This is an optimization exercise on Yosys and OpenROAD, whose aim is small area, a short achievable clock period and few clock cycles per item, not a production implementation.
No activity file was given, so power comes from the tool's default toggle rates.

==> flow/design.v <==
`default_nettype none
package lkp_pkg;
    typedef logic [2-1:0] mshr_idx_t;
    typedef struct packed {
        logic [3-1:0] order_id;
        logic                    so;
        logic [5-1:0]   reg_entry;
        logic [4-1:0]   rob_entry;
    } lkp_meta_t;
    typedef struct packed {
        logic [20-1:0] key;
        lkp_meta_t              meta;
    } lkp_req_t;
    typedef struct packed {
        logic [20-1:0] result;
        lkp_meta_t              meta;
    } lkp_rsp_t;
    typedef struct packed {
        logic [20-1:0] key;
        mshr_idx_t              idx;
    } c2a_req_t;
    typedef enum logic [1:0] {
        S_IDLE,
        S_SEARCH,
        S_RESOLVE
    } slot_state_e;
endpackage
`default_nettype wire
`timescale 1ns/100ps
`default_nettype none
module lookup_cache_top (
    input  wire                      clk,
    input  wire                      rst,
    input  wire                      req_valid_i,
    input  wire  [20+(3 + 1 + 5 + 4)-1:0] req_i,
    output logic                     req_ready_o,
    output logic                     rsp_valid_o,
    output logic [20+(3 + 1 + 5 + 4)-1:0] rsp_o,
    input  wire                      rsp_ready_i,
    output logic                     c2a_vld_o,
    output logic [20-1:0]   c2a_info_o,
    output logic [10-1:0] c2a_req_id_o,
    input  wire                      a2c_rdy_i,
    input  wire                      a2c_rsp_vld_i,
    input  wire  [10-1:0] a2c_rsp_id_i,
    input  wire  [20-1:0]   a2c_rslt_i
);
    localparam int KW = 20;
    localparam int RW = 20;
    localparam int MW = (3 + 1 + 5 + 4);
    localparam int NE = 16;
    localparam int EW = 4;
    localparam int NS = 4;
    localparam int SW = 2;
    logic          sv_q, rv_q, tv_q, ready_q;
    logic [KW-1:0] skey_q, rkey_q, tkey_q;
    logic [MW-1:0] smeta_q, rmeta_q, tmeta_q;
    logic [EW-1:0] tidx_q;           
    logic [3:0]    thv4_q, thp4_q;   
    logic [NE-1:0] kv_q;             
    logic [NE-1:0] cv_q;             
    logic [KW-1:0] key_q  [NE];
    logic [RW-1:0] rslt_q [NE];
    logic [EW-1:0] ptr_q;            
    logic [NE-1:0] ptr_oh_q;         
    logic [NS-1:0] busy_q;
    logic [NS-1:0] rdy_q;            
    logic [EW-1:0] ent_q  [NS];
    logic [MW-1:0] meta_q [NS];
    logic          qv_q;
    logic [SW-1:0] qslot_q;
    logic [EW-1:0] qent_q;
    logic          cvld_q;
    logic [KW-1:0] ckey_q;
    logic [SW-1:0] cid_q;
    logic          ov_q;
    logic [RW-1:0] ores_q;
    logic [MW-1:0] ometa_q;
    logic [NE-1:0] a_dec;
    logic [NS-1:0] a_sel;
    logic [NS-1:0] a_wake;           
    logic          a_tidx;           
    logic [NE-1:0] ent_dec [NS];
    always_comb begin
        for (int j = 0; j < NS; j++) begin
            a_sel[j] = a2c_rsp_vld_i && (a2c_rsp_id_i[SW-1:0] == SW'(j));
            for (int e = 0; e < NE; e++) begin
                ent_dec[j][e] = (ent_q[j] == EW'(e));
            end
        end
        a_dec = '0;
        for (int j = 0; j < NS; j++) begin
            if (a_sel[j]) a_dec = a_dec | ent_dec[j];
        end
        a_tidx = 1'b0;
        for (int s = 0; s < NS; s++) begin
            a_wake[s] = 1'b0;
            for (int j = 0; j < NS; j++) begin
                if (a_sel[j] && ent_q[j] == ent_q[s]) a_wake[s] = 1'b1;
            end
            if (a_sel[s] && ent_q[s] == tidx_q) a_tidx = 1'b1;
        end
    end
    logic [SW-1:0] fsel;
    logic          any_free;
    always_comb begin
        fsel = '0;
        for (int s = NS - 1; s >= 0; s--) begin
            if (!busy_q[s]) fsel = SW'(s);
        end
    end
    assign any_free = |(~busy_q);
    logic lk_ptr;
    always_comb begin
        lk_ptr = 1'b0;
        for (int s = 0; s < NS; s++) begin
            if (busy_q[s] && ent_q[s] == ptr_q) lk_ptr = 1'b1;
        end
    end
    logic o_free, c_free, thv, thp, t_miss;
    assign o_free = !ov_q || rsp_ready_i;
    assign c_free = !cvld_q || a2c_rdy_i;
    assign thv    = |thv4_q;
    assign thp    = |thp4_q;
    assign t_miss = !thv && !thp;
    logic s_fire;        
    logic h_fire;        
    logic p_fire;        
    logic a_fire;        
    logic skip;          
    logic t_free, r_free;
    assign s_fire = qv_q && o_free;
    assign h_fire = tv_q && thv && !qv_q && o_free && any_free;
    assign p_fire = tv_q && !t_miss && !h_fire && any_free;
    assign a_fire = tv_q && t_miss && any_free && !cvld_q && !lk_ptr;
    assign skip   = tv_q && t_miss && lk_ptr;
    logic t_hit_wait, t_miss_go;
    assign t_hit_wait = tv_q && thv && !qv_q;
    assign t_miss_go  = tv_q && t_miss && any_free && !lk_ptr;
    assign t_free = !tv_q || (tv_q && !t_miss && any_free)
                 || (t_miss_go && !cvld_q);
    assign r_free = !rv_q || t_free;
    assign req_ready_o = ready_q;
    logic          fwd_on, fwd_eq;
    logic [NE-1:0] m1, m1_v;
    logic [EW-1:0] m1_idx;
    assign fwd_on = tv_q && t_miss;
    assign fwd_eq = (tkey_q == rkey_q);
    always_comb begin
        m1_idx = '0;
        for (int e = 0; e < NE; e++) begin
            if (fwd_on && ptr_oh_q[e]) begin
                m1[e]   = fwd_eq;
                m1_v[e] = 1'b0;
            end else begin
                m1[e]   = kv_q[e] && (key_q[e] == rkey_q);
                m1_v[e] = m1[e] && cv_q[e];
            end
            if (m1[e]) m1_idx = m1_idx | EW'(e);
        end
    end
    logic [NS-1:0] cand;
    logic [SW-1:0] pick;
    always_comb begin
        pick = '0;
        for (int s = 0; s < NS; s++) begin
            cand[s] = busy_q[s] && rdy_q[s] && !(qv_q && qslot_q == SW'(s));
        end
        for (int s = NS - 1; s >= 0; s--) begin
            if (cand[s]) pick = SW'(s);
        end
    end
    always_ff @(posedge clk or posedge rst) begin
        if (rst) begin
            sv_q     <= 1'b0;
            ready_q  <= 1'b1;
            rv_q     <= 1'b0;
            tv_q     <= 1'b0;
            kv_q     <= '0;
            cv_q     <= '0;
            ptr_q    <= '0;
            ptr_oh_q <= NE'(1);
            busy_q   <= '0;
            rdy_q    <= '0;
            qv_q     <= 1'b0;
            cvld_q   <= 1'b0;
            ov_q     <= 1'b0;
        end else begin
            if (r_free) begin
                rv_q    <= sv_q || req_valid_i;
                sv_q    <= 1'b0;
                ready_q <= 1'b1;
            end else if (req_valid_i && !sv_q) begin
                sv_q    <= 1'b1;
                ready_q <= 1'b0;
            end
            if (t_free) begin
                tv_q <= rv_q;
            end
            cv_q <= cv_q | a_dec;
            if (t_miss_go) begin
                kv_q <= a_fire ? (kv_q | ptr_oh_q) : (kv_q & ~ptr_oh_q);
                cv_q <= (cv_q | a_dec) & ~ptr_oh_q;
            end
            if (a_fire || skip) begin
                ptr_q    <= ptr_q + 1'b1;
                ptr_oh_q <= {ptr_oh_q[NE-2:0], ptr_oh_q[NE-1]};
            end
            for (int s = 0; s < NS; s++) begin
                if (busy_q[s] && a_wake[s]) rdy_q[s] <= 1'b1;
            end
            if (s_fire) begin
                busy_q[qslot_q] <= 1'b0;
            end
            if (p_fire || a_fire) begin
                busy_q[fsel] <= 1'b1;
                rdy_q[fsel]  <= p_fire && (cv_q[tidx_q] || a_tidx);
            end
            if (!qv_q || s_fire) begin
                qv_q <= |cand;
            end
            if (a_fire) begin
                cvld_q <= 1'b1;
            end else if (a2c_rdy_i) begin
                cvld_q <= 1'b0;
            end
            if (s_fire || h_fire) begin
                ov_q <= 1'b1;
            end else if (rsp_ready_i) begin
                ov_q <= 1'b0;
            end
        end
    end
    logic [EW-1:0] oent;
    logic [RW-1:0] omux;
    always_comb begin
        omux = '0;
        oent = qv_q ? qent_q : tidx_q;
        for (int e = 0; e < NE; e++) begin
            if (oent == EW'(e)) omux = omux | rslt_q[e];
        end
    end
    always_ff @(posedge clk) begin
        if (!sv_q) begin
            skey_q  <= req_i[KW+MW-1:MW];
            smeta_q <= req_i[MW-1:0];
        end
        if (r_free) begin
            rkey_q  <= sv_q ? skey_q  : req_i[KW+MW-1:MW];
            rmeta_q <= sv_q ? smeta_q : req_i[MW-1:0];
        end
        if (t_free) begin
            tkey_q  <= rkey_q;
            tmeta_q <= rmeta_q;
            tidx_q  <= m1_idx;
            for (int g = 0; g < 4; g++) begin
                thv4_q[g] <= |m1_v[4*g +: 4];
                thp4_q[g] <= |(m1[4*g +: 4] & ~m1_v[4*g +: 4]);
            end
        end
        for (int e = 0; e < NE; e++) begin
            if (a_dec[e]) rslt_q[e] <= a2c_rslt_i;
            if (t_miss_go && ptr_oh_q[e]) key_q[e] <= tkey_q;
        end
        if (any_free) begin
            ent_q[fsel]  <= t_miss ? ptr_q : tidx_q;
            meta_q[fsel] <= tmeta_q;
        end
        if (!qv_q || s_fire) begin
            qslot_q <= pick;
            qent_q  <= ent_q[pick];
        end
        if (c_free) begin
            ckey_q <= tkey_q;
            cid_q  <= fsel;
        end
        if (o_free) begin
            ores_q  <= omux;
            ometa_q <= qv_q ? meta_q[qslot_q] : tmeta_q;
        end
    end
    assign rsp_valid_o  = ov_q;
    assign rsp_o        = {ores_q, ometa_q};
    assign c2a_vld_o    = cvld_q;
    assign c2a_info_o   = ckey_q;
    assign c2a_req_id_o = {{(10 - SW){1'b0}}, cid_q};
endmodule
`default_nettype wire
==> flow/config.mk <==
export PLATFORM = sky130hd
export DESIGN_NAME = lookup_cache_top
export DESIGN_NICKNAME = lookup_cache_top
export VERILOG_FILES = /design/flow/design.v
export SDC_FILE = /design/flow/constraint.sdc
export NUM_CORES = 4
export LEC_CHECK = 0
export CAP_MARGIN = 20
export CORE_MARGIN = 2
export CORE_UTILIZATION = 55
export SETUP_SLACK_MARGIN = 4.8
export SLEW_MARGIN = 20
==> flow/constraint.sdc <==
create_clock -name core_clock -period 7.5 [get_ports {clk}]
set_input_delay 1.5000 -clock core_clock [delete_from_list [all_inputs] [get_ports {clk}]]
set_output_delay 1.5000 -clock core_clock [all_outputs]
set_load 0.01 [all_outputs]
standard.sh (not shown) runs the stock make flow with config.mk's settings and CLKGATE_MAP_FILE= SYNTH_SCRIPT=/design/flow/synth_recipe.tcl, a recipe that flattens the netlist after the stock synthesis.
==> flow/flow/run.sh <==
#!/bin/bash
# The standard layout, with plain buffers (buf_2) on the ports in place
# of the delay buffers buffer_ports picks by default, and clock tree
# synthesis without dummy loads. Everything else is the standard flow.
# The tool output goes to standard_flow.log here.
set -euo pipefail
export BUFFER_PORTS_ARGS="-buffer_cell sky130_fd_sc_hd__buf_2"
export CTS_ARGS="-sink_clustering_enable -repair_clock_nets -dont_use_dummy_load -sink_clustering_size 26 -sink_clustering_max_diameter 70 -buf_list sky130_fd_sc_hd__clkbuf_16"
bash standard.sh > standard_flow.log 2>&1
The first run produced a clean layout.
Change:
--- a/flow/design.v
+++ b/flow/design.v
@@ -73,27 +73,24 @@
     logic          cvld_q;
     logic [KW-1:0] ckey_q;
     logic [SW-1:0] cid_q;
     logic          ov_q;
     logic [RW-1:0] ores_q;
     logic [MW-1:0] ometa_q;
+    logic [EW-1:0] a_ent;
     logic [NE-1:0] a_dec;
     logic [NS-1:0] a_sel;
     logic [NS-1:0] a_wake;           
     logic          a_tidx;           
-    logic [NE-1:0] ent_dec [NS];
-    always_comb begin
+    assign a_ent = ent_q[a2c_rsp_id_i[SW-1:0]];
+    always_comb begin
+        for (int e = 0; e < NE; e++) begin
+            a_dec[e] = a2c_rsp_vld_i && (a_ent == EW'(e));
+        end
         for (int j = 0; j < NS; j++) begin
             a_sel[j] = a2c_rsp_vld_i && (a2c_rsp_id_i[SW-1:0] == SW'(j));
-            for (int e = 0; e < NE; e++) begin
-                ent_dec[j][e] = (ent_q[j] == EW'(e));
-            end
-        end
-        a_dec = '0;
-        for (int j = 0; j < NS; j++) begin
-            if (a_sel[j]) a_dec = a_dec | ent_dec[j];
         end
         a_tidx = 1'b0;
         for (int s = 0; s < NS; s++) begin
             a_wake[s] = 1'b0;
             for (int j = 0; j < NS; j++) begin
                 if (a_sel[j] && ent_q[j] == ent_q[s]) a_wake[s] = 1'b1;
Routed wire length came out lower slightly.
Utilization hardly moves.
Sequential share of layout area came out higher by 0.97 points.
Global-route usage came out lower by 1.2 points.
Cell count came out lower by a few percent.
Count of clock-buffer cells in the layout came out higher by 1.
Register-to-register slack is worse by 0.16 ns.
Clock power stays flat.
No functional check of the RTL was part of any run of this note.

## before
Another version of the RTL of lookup_cache_top (not shown whole).
For scale: ~2,300 cells after synthesis, about 950 flip-flops, ~140 I/O pins, ~38,000 um^2 of cells after synthesis.
Design lookup_cache_top, start of the top module:
module lookup_cache_top (
    input  wire                      clk,
    input  wire                      rst,
    input  wire                      req_valid_i,
    input  wire  [20+(3 + 1 + 5 + 4)-1:0] req_i,
    output logic                     req_ready_o,
    output logic                     rsp_valid_o,
    output logic [20+(3 + 1 + 5 + 4)-1:0] rsp_o,
    input  wire                      rsp_ready_i,
    output logic                     c2a_vld_o,
    output logic [20-1:0]   c2a_info_o,
    output logic [10-1:0] c2a_req_id_o,
    input  wire                      a2c_rdy_i,
    input  wire                      a2c_rsp_vld_i,
    input  wire  [10-1:0] a2c_rsp_id_i,
    input  wire  [20-1:0]   a2c_rslt_i
);
    localparam int KW = 20;
    localparam int RW = 20;
    localparam int MW = (3 + 1 + 5 + 4);
    localparam int NE = 16;
    localparam int EW = 4;
    localparam int NS = 4;
    localparam int SW = 2;
    logic          sv_q, rv_q, tv_q, ready_q;
    logic [KW-1:0] skey_q, rkey_q, tkey_q;
    logic [MW-1:0] smeta_q, rmeta_q, tmeta_q;
    logic [EW-1:0] tidx_q;           
    logic [3:0]    thv4_q, thp4_q;   
    logic [NE-1:0] kv_q;             
    logic [NE-1:0] cv_q;             
    logic [KW-1:0] key_q  [NE];
    logic [RW-1:0] rslt_q [NE];
    logic [EW-1:0] ptr_q;            
    logic [NE-1:0] ptr_oh_q;         
    logic [NS-1:0] busy_q;
    logic [NS-1:0] rdy_q;            
    logic [EW-1:0] ent_q  [NS];
  ...
clock: 7.5 ns
lec_check: 0
cap_margin: 20
core_margin: 2
core_utilization: 55
setup_slack_margin: 4.8
slew_margin: 20
Scripts as last shown in full above: flow/flow/run.sh
The following lists how after was set up differently from before:
-- flow/design.v --
<<< before, line 71
    logic [SW-1:0] qslot_q;
    logic [EW-1:0] qent_q;
    logic          cvld_q;
    logic [KW-1:0] ckey_q;
>>> after, line 71
    logic [SW-1:0] qslot_q;
    logic [EW-1:0] qent_q;
    logic          av_q;
    logic [EW-1:0] aent_q;           
    logic [RW-1:0] ard_q;
    logic          cvld_q;
    logic [KW-1:0] ckey_q;
<<< before, line 77
    logic [RW-1:0] ores_q;
    logic [MW-1:0] ometa_q;
    logic [EW-1:0] a_ent;
    logic [NE-1:0] a_dec;
    logic [NS-1:0] a_sel;
    logic [NS-1:0] a_wake;           
    logic          a_tidx;           
    assign a_ent = ent_q[a2c_rsp_id_i[SW-1:0]];
    always_comb begin
        for (int e = 0; e < NE; e++) begin
            a_dec[e] = a2c_rsp_vld_i && (a_ent == EW'(e));
        end
        for (int j = 0; j < NS; j++) begin
            a_sel[j] = a2c_rsp_vld_i && (a2c_rsp_id_i[SW-1:0] == SW'(j));
        end
        a_tidx = 1'b0;
        for (int s = 0; s < NS; s++) begin
            a_wake[s] = 1'b0;
            for (int j = 0; j < NS; j++) begin
                if (a_sel[j] && ent_q[j] == ent_q[s]) a_wake[s] = 1'b1;
            end
            if (a_sel[s] && ent_q[s] == tidx_q) a_tidx = 1'b1;
        end
    end
    logic [SW-1:0] fsel;
>>> after, line 80
    logic [RW-1:0] ores_q;
    logic [MW-1:0] ometa_q;
    logic [NE-1:0] a_dec;
    logic [NS-1:0] a_wake;           
    logic          a_tidx;           
    always_comb begin
        for (int e = 0; e < NE; e++) begin
            a_dec[e] = av_q && (aent_q == EW'(e));
        end
        for (int s = 0; s < NS; s++) begin
            a_wake[s] = av_q && (ent_q[s] == aent_q);
        end
        a_tidx = av_q && (aent_q == tidx_q);
    end
    logic [SW-1:0] fsel;
<<< before, line 184
            cvld_q   <= 1'b0;
            ov_q     <= 1'b0;
        end else begin
            if (r_free) begin
                rv_q    <= sv_q || req_valid_i;
>>> after, line 177
            cvld_q   <= 1'b0;
            ov_q     <= 1'b0;
            av_q     <= 1'b0;
        end else begin
            av_q <= a2c_rsp_vld_i;
            if (r_free) begin
                rv_q    <= sv_q || req_valid_i;
<<< before, line 197
            end
            cv_q <= cv_q | a_dec;
            if (t_miss_go) begin
                kv_q <= a_fire ? (kv_q | ptr_oh_q) : (kv_q & ~ptr_oh_q);
                cv_q <= (cv_q | a_dec) & ~ptr_oh_q;
            end
>>> after, line 192
            end
            cv_q <= cv_q | a_dec;
            if (a_fire) begin
                kv_q <= kv_q | ptr_oh_q;
                cv_q <= (cv_q | a_dec) & ~ptr_oh_q;
            end
<<< before, line 257
            end
        end
        for (int e = 0; e < NE; e++) begin
            if (a_dec[e]) rslt_q[e] <= a2c_rslt_i;
            if (t_miss_go && ptr_oh_q[e]) key_q[e] <= tkey_q;
        end
        if (any_free) begin
>>> after, line 252
            end
        end
        ard_q  <= a2c_rslt_i;
        aent_q <= ent_q[a2c_rsp_id_i[SW-1:0]];
        for (int e = 0; e < NE; e++) begin
            if (a_dec[e]) rslt_q[e] <= ard_q;
            if (a_fire && ptr_oh_q[e]) key_q[e] <= tkey_q;
        end
        if (any_free) begin
==> comparison <==
The count of vias placed by the detailed router on after is in line with that on before.
Of before and after, the run reporting the higher proportion of power drawn by flip-flops and latches was before.
Per the comparison of after with before, width of the chip went up by about 0.4%; placed cell count went up by about 1.6%; total length of routed wires went down by 0.88%; number of well taps went up by 49.
Delta (after minus before): proportion of cell area spent on the clock network closely matched the old numbers; minimum period implied by the final worst setup slack lost 0.098 ns; number of global-route vias before repair has increased; combinational share of power picked up an extra 5.0 points; number of rows in the core area neither gained nor lost much.
Setup slack after layout ends up higher on after.
Looking at number of different library cells in the post-synthesis netlist, after sits 1 lower than before does.
No run of this note included a check of the RTL's function; only the layout flow was run.

re-timing with driven ports:
The results above use ideal ports. As a check the final layouts listed here were re-extracted and re-timed, cells and wires unchanged.
Step 1: set_driving_cell puts a clkbuf_16 on clk and a buf_2 on each other input, an assumption about the parent block.
Step 2 also shifts input and output timing later by t, the mid clock arrival at the registers, as if the neighbouring blocks saw the same clock.
Three values: ideal, step 1, step 2; two values: the first two.
| run | t, ns | setup slack, ns | clock arrival spread, ns | worst data-port slew with drivers (ns) |
|---|---|---|---|---|
| the first run of note 1 | 0.675 | 4.699 / 4.635 / 4.056 | 0.082 / 0.081 | 0.13 |
| the second run of note 1 | 0.673 | 4.691 / 4.671 / 4.062 | 0.072 / 0.072 | 0.11 |
| before | 0.669 | 4.630 / 4.588 / 3.918 | 0.061 / 0.061 | 0.11 |
| after | 0.673 | 4.727 / 4.671 / 4.189 | 0.074 / 0.074 | 0.06 |
After both steps every run listed still meets setup and hold. For before, which loses most, drivers alone change the setup slack by -0.042 ns; drivers and shift together by -0.712 ns.
